This is an optimization exercise on Yosys and OpenROAD, whose aim is small area, a short achievable clock period and few clock cycles per item, not a production implementation.
In this exercise RTL edits were held to simulation tests only and were not proved equivalent to the original.

==> umber <==
==> flow/design.v (excerpt) <==
module point_transform_2d_core #(
    parameter int COORD_BITS     = 24,
    parameter int TRIG_FRAC_BITS = 15
) (
    input  logic                                     aclk,
    input  logic                                     aresetn,
    input  logic                                     cfg_wr_en,
    input  logic [ptx_pkg::CFG_INDEX_BITS-1:0]       cfg_index,
    input  logic [((COORD_BITS > ptx_pkg::FACTOR_BITS) ? COORD_BITS
                   : ptx_pkg::FACTOR_BITS)-1:0]      cfg_wdata,
    input  logic                                     s_valid,
    output logic                                     s_ready,
    input  logic signed [COORD_BITS-1:0]             s_in_x,
    input  logic signed [COORD_BITS-1:0]             s_in_y,
    output logic                                     m_valid,
    input  logic                                     m_ready,
    output logic signed [COORD_BITS-1:0]             m_out_x,
    output logic signed [COORD_BITS-1:0]             m_out_y,
    output logic                                     m_clipped
);
Settings: LEC_CHECK=0, ABC_CLOCK_PERIOD_IN_PS=3000, CAP_MARGIN=20, CORE_MARGIN=2, CORE_UTILIZATION=60, SLEW_MARGIN=20; clock period 14.0 ns.
standard.sh (not shown) runs the stock make flow with config.mk's settings and CLKGATE_MAP_FILE= SYNTH_SCRIPT=/design/flow/synth_recipe.tcl, a recipe that flattens the netlist after the stock synthesis.
==> flow/flow/run.sh <==
#!/bin/bash
# The standard layout (standard.sh: the standard synthesis and ORFS flow,
# unchanged constraints) with the setup repair asked to leave a margin, so
# that repair_timing also works on paths that already meet the clock.
set -euo pipefail
export SETUP_SLACK_MARGIN=8.0
bash standard.sh > standard.log 2>&1
==> fjord (differences from umber) <==
--- a/flow/flow/run.sh
+++ b/flow/flow/run.sh
@@ -5,3 +5,3 @@
 set -euo pipefail
-export SETUP_SLACK_MARGIN=8.0
+export SETUP_SLACK_MARGIN=8.5
 bash standard.sh > standard.log 2>&1
==> impl_metrics.ini <==
[timing]
timing.hold.ws_ns = 0.4522

[final_layout]
diodes = 6
fin_area_um2 = 89310

[critical_path]
crit_arrival_ns = 5.92
crit_path_end = u_mul_stage.re_c[19]

[drt]
met2_wirelength_mm = 118.8

[global_route]
grt_use_met3 = 0.1332
use_met2 = 0.5736

[run_status]
status = complete, no violations

[clock_network]
cts_resized = 2
# the run above: fjord

==> impl_metrics.ini <==
[run_status]
status = complete, no violations

[critical_path]
r2r_end = u_mul_stage.re_k
crit_arrival_ns = 6.17

[global_route]
use_met2 = 0.5731

[final_layout]
seq_area_um2 = 20840
final_common_cell = inv_1

[clock_network]
cts_resized = 0

[timing]
timing.hold.ws_ns = 0.4536

[synth]
yosys_warnings = 4
# the run above: umber

Testbench counts of umber, summed over its fixed seeds: cycles 16,920, items 14,130.
Testbench counts of fjord, summed over its fixed seeds: cycles 16,920, items 14,130.

---

==> job 201 <==
point_transform_2d_core, a different RTL version from the one above (not shown whole).
Settings: LEC_CHECK=0, ABC_CLOCK_PERIOD_IN_PS=3000, CAP_MARGIN=20, CORE_MARGIN=2, CORE_UTILIZATION=40, SLEW_MARGIN=20; clock period 14.0 ns.
run.sh (not shown) runs the stock make flow with config.mk's settings and CLKGATE_MAP_FILE= SYNTH_SCRIPT=/design/flow/synth_recipe.tcl, a recipe that flattens the netlist after the stock synthesis.
Stock flow here: none of the scripts above is used.
==> inputs of job 5027, as changes to job 201 <==
--- a/flow/design.v
+++ b/flow/design.v
@@ -44,17 +44,18 @@
     localparam int SHIFT = CORDIC_FRAC - 15;
     localparam int RW    = XY_BITS + 1;
     localparam logic signed [RW-1:0] ROUND_HALF =
         {{(RW-SHIFT){1'b0}}, 1'b1, {(SHIFT-1){1'b0}}};
     localparam logic signed [RW-1:0] ONE_R =
         {{(RW-15-1){1'b0}}, 1'b1, {15{1'b0}}};
     localparam logic signed [TW-1:0] ONE_T = {2'b01, {15{1'b0}}};
     localparam logic signed [XY_BITS-1:0] ONE_XY = XY_BITS'(1) <<< CORDIC_FRAC;
-    logic active_reg, tail_reg;
+    logic active_reg, ph_reg;
+    logic signed [XY_BITS-1:0] xs_reg, ys_reg;
     logic [ITER_BITS-1:0] iter_reg;
     logic [ANGLE_BITS-1:0] angle_reg;
     logic signed [TW-1:0] sine_reg, cosine_reg;
     logic signed [Z_BITS-1:0] z_first;
     logic signed [XY_BITS-1:0] x_reg, y_reg;
     logic signed [Z_BITS-1:0] z_reg;
     logic flip_reg;
     logic fold_flip;
@@ -125,131 +126,150 @@
             5'd14:   atan_val = Z_BITS'(229);
             5'd15:   atan_val = Z_BITS'(115);
             5'd16:   atan_val = Z_BITS'(57);
             5'd17:   atan_val = Z_BITS'(29);
             default: atan_val = '0;
         endcase
     end
     always_comb begin
-        x_shift = x_reg >>> iter_reg;
-        y_shift = y_reg >>> iter_reg;
+        x_shift = xs_reg;
+        y_shift = ys_reg;
         if (!z_reg[Z_BITS-1]) begin
             x_step = x_reg - y_shift;
             y_step = y_reg + x_shift;
             z_step = z_reg - atan_val;
         end else begin
             x_step = x_reg + y_shift;
             y_step = y_reg - x_shift;
             z_step = z_reg + atan_val;
         end
     end
+    logic last_step, do_step;
+    assign do_step   = active_reg && (iter_reg != '0) && ph_reg;
+    assign last_step = do_step && (iter_reg == ITER_BITS'(CORDIC_STAGES - 1));
     always_ff @(posedge aclk) begin
         if (!aresetn) begin
             active_reg <= 1'b0;
-            tail_reg   <= 1'b0;
+            ph_reg     <= 1'b0;
             iter_reg   <= '0;
         end else if (start) begin
             active_reg <= 1'b1;
-            tail_reg   <= 1'b0;
+            ph_reg     <= 1'b0;
             iter_reg   <= '0;
         end else begin
-            tail_reg <= active_reg && (iter_reg == ITER_BITS'(CORDIC_STAGES - 1));
             if (active_reg) begin
-                iter_reg <= iter_reg + ITER_BITS'(1);
-                if (iter_reg == ITER_BITS'(CORDIC_STAGES - 1)) begin
+                if (iter_reg == '0 || ph_reg) begin
+                    iter_reg <= iter_reg + ITER_BITS'(1);
+                    ph_reg   <= 1'b0;
+                end else begin
+                    ph_reg   <= 1'b1;
+                end
+                if (last_step) begin
                     active_reg <= 1'b0;
                 end
             end
         end
     end
     always_ff @(posedge aclk) begin
+        if (!ph_reg) begin
+            xs_reg <= x_reg >>> iter_reg;
+            ys_reg <= y_reg >>> iter_reg;
+        end
+    end
+    always_ff @(posedge aclk) begin
         if (start) begin
             angle_reg <= angle;
         end
     end
     always_ff @(posedge aclk) begin
         if (!aresetn) begin
             x_reg    <= ONE_XY;
             y_reg    <= '0;
             flip_reg <= 1'b0;
         end else if (active_reg) begin
             if (iter_reg == '0) begin
                 x_reg    <= CORDIC_GAIN;
                 y_reg    <= ang_neg ? -CORDIC_GAIN : CORDIC_GAIN;
                 flip_reg <= fold_flip;
-            end else begin
+            end else if (ph_reg) begin
                 x_reg <= x_step;
                 y_reg <= y_step;
             end
         end
     end
     always_ff @(posedge aclk) begin
-        if (active_reg) begin
-            z_reg <= (iter_reg == '0) ? z_first : z_step;
+        if (active_reg && iter_reg == '0) begin
+            z_reg <= z_first;
+        end else if (do_step) begin
+            z_reg <= z_step;
         end
     end
     always_ff @(posedge aclk) begin
         if (!aresetn) begin
             sine_reg   <= '0;
             cosine_reg <= ONE_T;
         end else begin
             sine_reg   <= trig_round(y_reg);
             cosine_reg <= trig_round(x_reg);
         end
     end
     assign sine   = sine_reg;
     assign cosine = cosine_reg;
     assign flip   = flip_reg;
-    assign busy   = active_reg || tail_reg;
+    assign busy   = active_reg;
 endmodule
 import ptx_pkg::*;
 module ptx_mul_stage (
     input  logic                       aclk,
     input  logic                       aresetn,
     input  logic                       adv,
     input  logic                       in_load,
     input  logic signed [23:0]         in_x,
     input  logic signed [23:0]         in_y,
     input  logic signed [23:0]         px,       
     input  logic signed [23:0]         py,
+    input  logic signed [24:0]         pd,       
     input  logic [3*DIGITS-1:0]        sel1,     
     input  logic [3*DIGITS-1:0]        sel2,
     input  logic [3*DIGITS-1:0]        sel3,
     input  logic signed [23:0]         bx,       
     input  logic signed [23:0]         by,
     input  logic                       scale,    
     output logic                       v2,
     output logic [SUM_BITS-9:0]        re_s,
     output logic [SUM_BITS-9:0]        re_c,
     output logic                       re_k,
     output logic [SUM_BITS-9:0]        im_s,
     output logic [SUM_BITS-9:0]        im_c,
     output logic                       im_k
 );
     localparam int W = SUM_BITS;
-    logic v1;
-    logic signed [24:0] pd;
+    logic v0, v1;
+    logic signed [23:0] x0, y0;
     logic signed [24:0] dx1, dy1;
     logic signed [25:0] w1;
     always_ff @(posedge aclk) begin
         if (!aresetn) begin
+            v0 <= 1'b0;
             v1 <= 1'b0;
             v2 <= 1'b0;
         end else if (adv) begin
-            v1 <= in_load;
+            v0 <= in_load;
+            v1 <= v0;
             v2 <= v1;
         end
     end
-    assign pd = 25'(px) - 25'(py);
     always_ff @(posedge aclk) begin
         if (adv) begin
-            dx1 <= 25'(in_x) - 25'(px);
-            dy1 <= 25'(in_y) - 25'(py);
-            w1  <= 26'(in_x) - 26'(in_y) - 26'(pd);
+            x0  <= in_x;
+            y0  <= in_y;
+            dx1 <= 25'(x0) - 25'(px);
+            dy1 <= 25'(y0) - 25'(py);
+            w1  <= 26'(x0) - 26'(y0) - 26'(pd);
         end
     end
     function automatic logic [26:0] pp_row(input logic [26:0] m, input int n,
                                            input logic [2:0] sel);
         logic [26:0] r;
         logic b;
         r = '0;
         for (int i = 0; i <= n; i++) begin
@@ -3992,16 +4012,17 @@
         .busy    (trig_busy)
     );
     logic rot, scl, trn;
     logic signed [CB-1:0] px, py, bx, by;
     logic signed [COEF_BITS-1:0] a1, a2, a3;
     logic signed [COEF_BITS:0] cms, cps;
     logic nflip;
     logic [3*DIGITS-1:0] sel1_reg, sel2_reg, sel3_reg;
+    logic signed [CB:0] pd_reg;
     function automatic logic [3*DIGITS-1:0] booth_sel(input logic [COEF_BITS-1:0] a,
                                                       input logic f);
         logic [COEF_BITS+1:0] e;
         logic [3*DIGITS-1:0] r;
         logic b2, b1, b0;
         e = {a[COEF_BITS-1], a, 1'b0};
         for (int j = 0; j < DIGITS; j++) begin
             b2 = e[2*j+2];
@@ -4027,26 +4048,28 @@
         a2  = rot ? cms[COEF_BITS-1:0] : scl ? {1'b0, abs_factor(factor_x_reg)} : COEF_BITS'(32768);
         a3  = rot ? cps[COEF_BITS-1:0] : scl ? {1'b0, abs_factor(factor_y_reg)} : COEF_BITS'(32768);
         nflip = rot & flip;
     end
     always_ff @(posedge aclk) begin
         sel1_reg <= booth_sel(a1, nflip);
         sel2_reg <= booth_sel(a2, nflip);
         sel3_reg <= booth_sel(a3, nflip);
+        pd_reg   <= (CB+1)'(px) - (CB+1)'(py);
     end
     ptx_mul_stage u_mul_stage (
         .aclk    (aclk),
         .aresetn (aresetn),
         .adv     (adv),
         .in_load (in_load),
         .in_x    (s_in_x),
         .in_y    (s_in_y),
         .px      (px),
         .py      (py),
+        .pd      (pd_reg),
         .sel1    (sel1_reg),
         .sel2    (sel2_reg),
         .sel3    (sel3_reg),
         .bx      (bx),
         .by      (by),
         .scale   (scl),
         .v2      (v2),
         .re_s    (re_s),
==> flow/flow/run.sh (new file) <==
#!/bin/bash
# The standard layout (standard.sh: the standard synthesis and ORFS flow,
# unchanged constraints) with the setup repair asked to leave a margin, so
# that repair_timing also works on paths that already meet the clock.
set -euo pipefail
export SETUP_SLACK_MARGIN=9.0
bash standard.sh > standard.log 2>&1
==> flow/standard.sh (new file) <==
#!/bin/bash
# synth_recipe.tcl (not shown) runs the flow's synth.tcl, then flattens the netlist and writes it again
# the make line also repeats each setting of config.mk as NAME=value (left out here)
make -C /OpenROAD-flow-scripts/flow DESIGN_CONFIG=/design/flow/config.mk WORK_HOME=/design/flow/orfs CLKGATE_MAP_FILE= SYNTH_SCRIPT=/design/flow/synth_recipe.tcl "${@:-finish}"
CORE_UTILIZATION = 66   (was 40)
removed: flow/run.sh
==> summary of the runs <==
Of job 201 and job 5027, job 201 has the higher wire length (gap about 5%, measured against job 5027).
Design area: job 5027 is higher than job 201 (about 5%).
In job 5027 the utilization is higher than in job 201, by 29 points.
Global-route usage: job 201 is lower than job 5027 (14 points).
Against job 5027, the via count of job 201 is smaller by 5.3%.
==> figures <==
item                                                                       job 5027                     job 201
Run status                                         no timing/DRC/antenna violations  no timing/DRC/antenna violations
Register Area                                                           20900 sq um                 17000 sq um
Proportion of cell area occupied by multi-input gates                         62.4%                       65.6%
Hold Crit Start                                                     offset_x_reg[9]             offset_x_reg[2]
Terminus of the critical flop-to-flop path                     u_mul_stage.im_c[10]            u_trig.y_reg[31]
Post-synth top area share                                                     18.1%                       19.5%
Combined area of all synthesized cells                                  83400 sq um                 79900 sq um
Core utilization of the finished layout                                       71.9%                       43.2%
Share of synthesized area spent on multiplexers                               2.34%                       4.11%
NumNets Final                                                                 10400                        9883
Cell with the largest stage delay on the worst path       sky130_fd_sc_hd__edfxtp_1  sky130_fd_sc_hd__a2111oi_1
Tap Cells                                                                      1650                        2656
Insertion delay to the later sink of the worst-skew pair                    0.75 ns                     0.77 ns
Levels on crit path                                                              11                          20
Testbench counts of job 201, summed over its fixed seeds: cycles 16,072, items 14,130.
Testbench counts of job 5027, summed over its fixed seeds: cycles 16,920, items 14,130.

[static timing again, ports no longer ideal]
The results above use ideal ports. As a check the final layouts listed here were re-extracted and re-timed, cells and wires unchanged.
Step 1 assumes that a clkbuf_16 drives the clock port and a buf_2 every other input.
Step 2 times the ports against the registers' clock, not the clock port: input delays grow and output delays shrink by t, the midpoint of the rising clock arrivals with the driver on.
a / b / c = no drivers / after step 1 / after step 2; a / b = the first two.
run | t, ns | setup slack, ns | clock arrival spread, ns
umber | 0.806 | 8.286 / 8.286 / 7.875 | 0.040 / 0.040
fjord | 0.804 | 8.549 / 8.549 / 8.193 | 0.041 / 0.040
job 201 | 0.818 | 6.279 / 6.279 / 6.060 | 0.065 / 0.065
job 5027 | 0.811 | 8.971 / 8.971 / 8.473 | 0.036 / 0.037
After both steps setup and hold are still met in every run listed. The setup slack of job 5027, which loses most, moves by 0.000 ns with the drivers and by -0.498 ns with both steps.
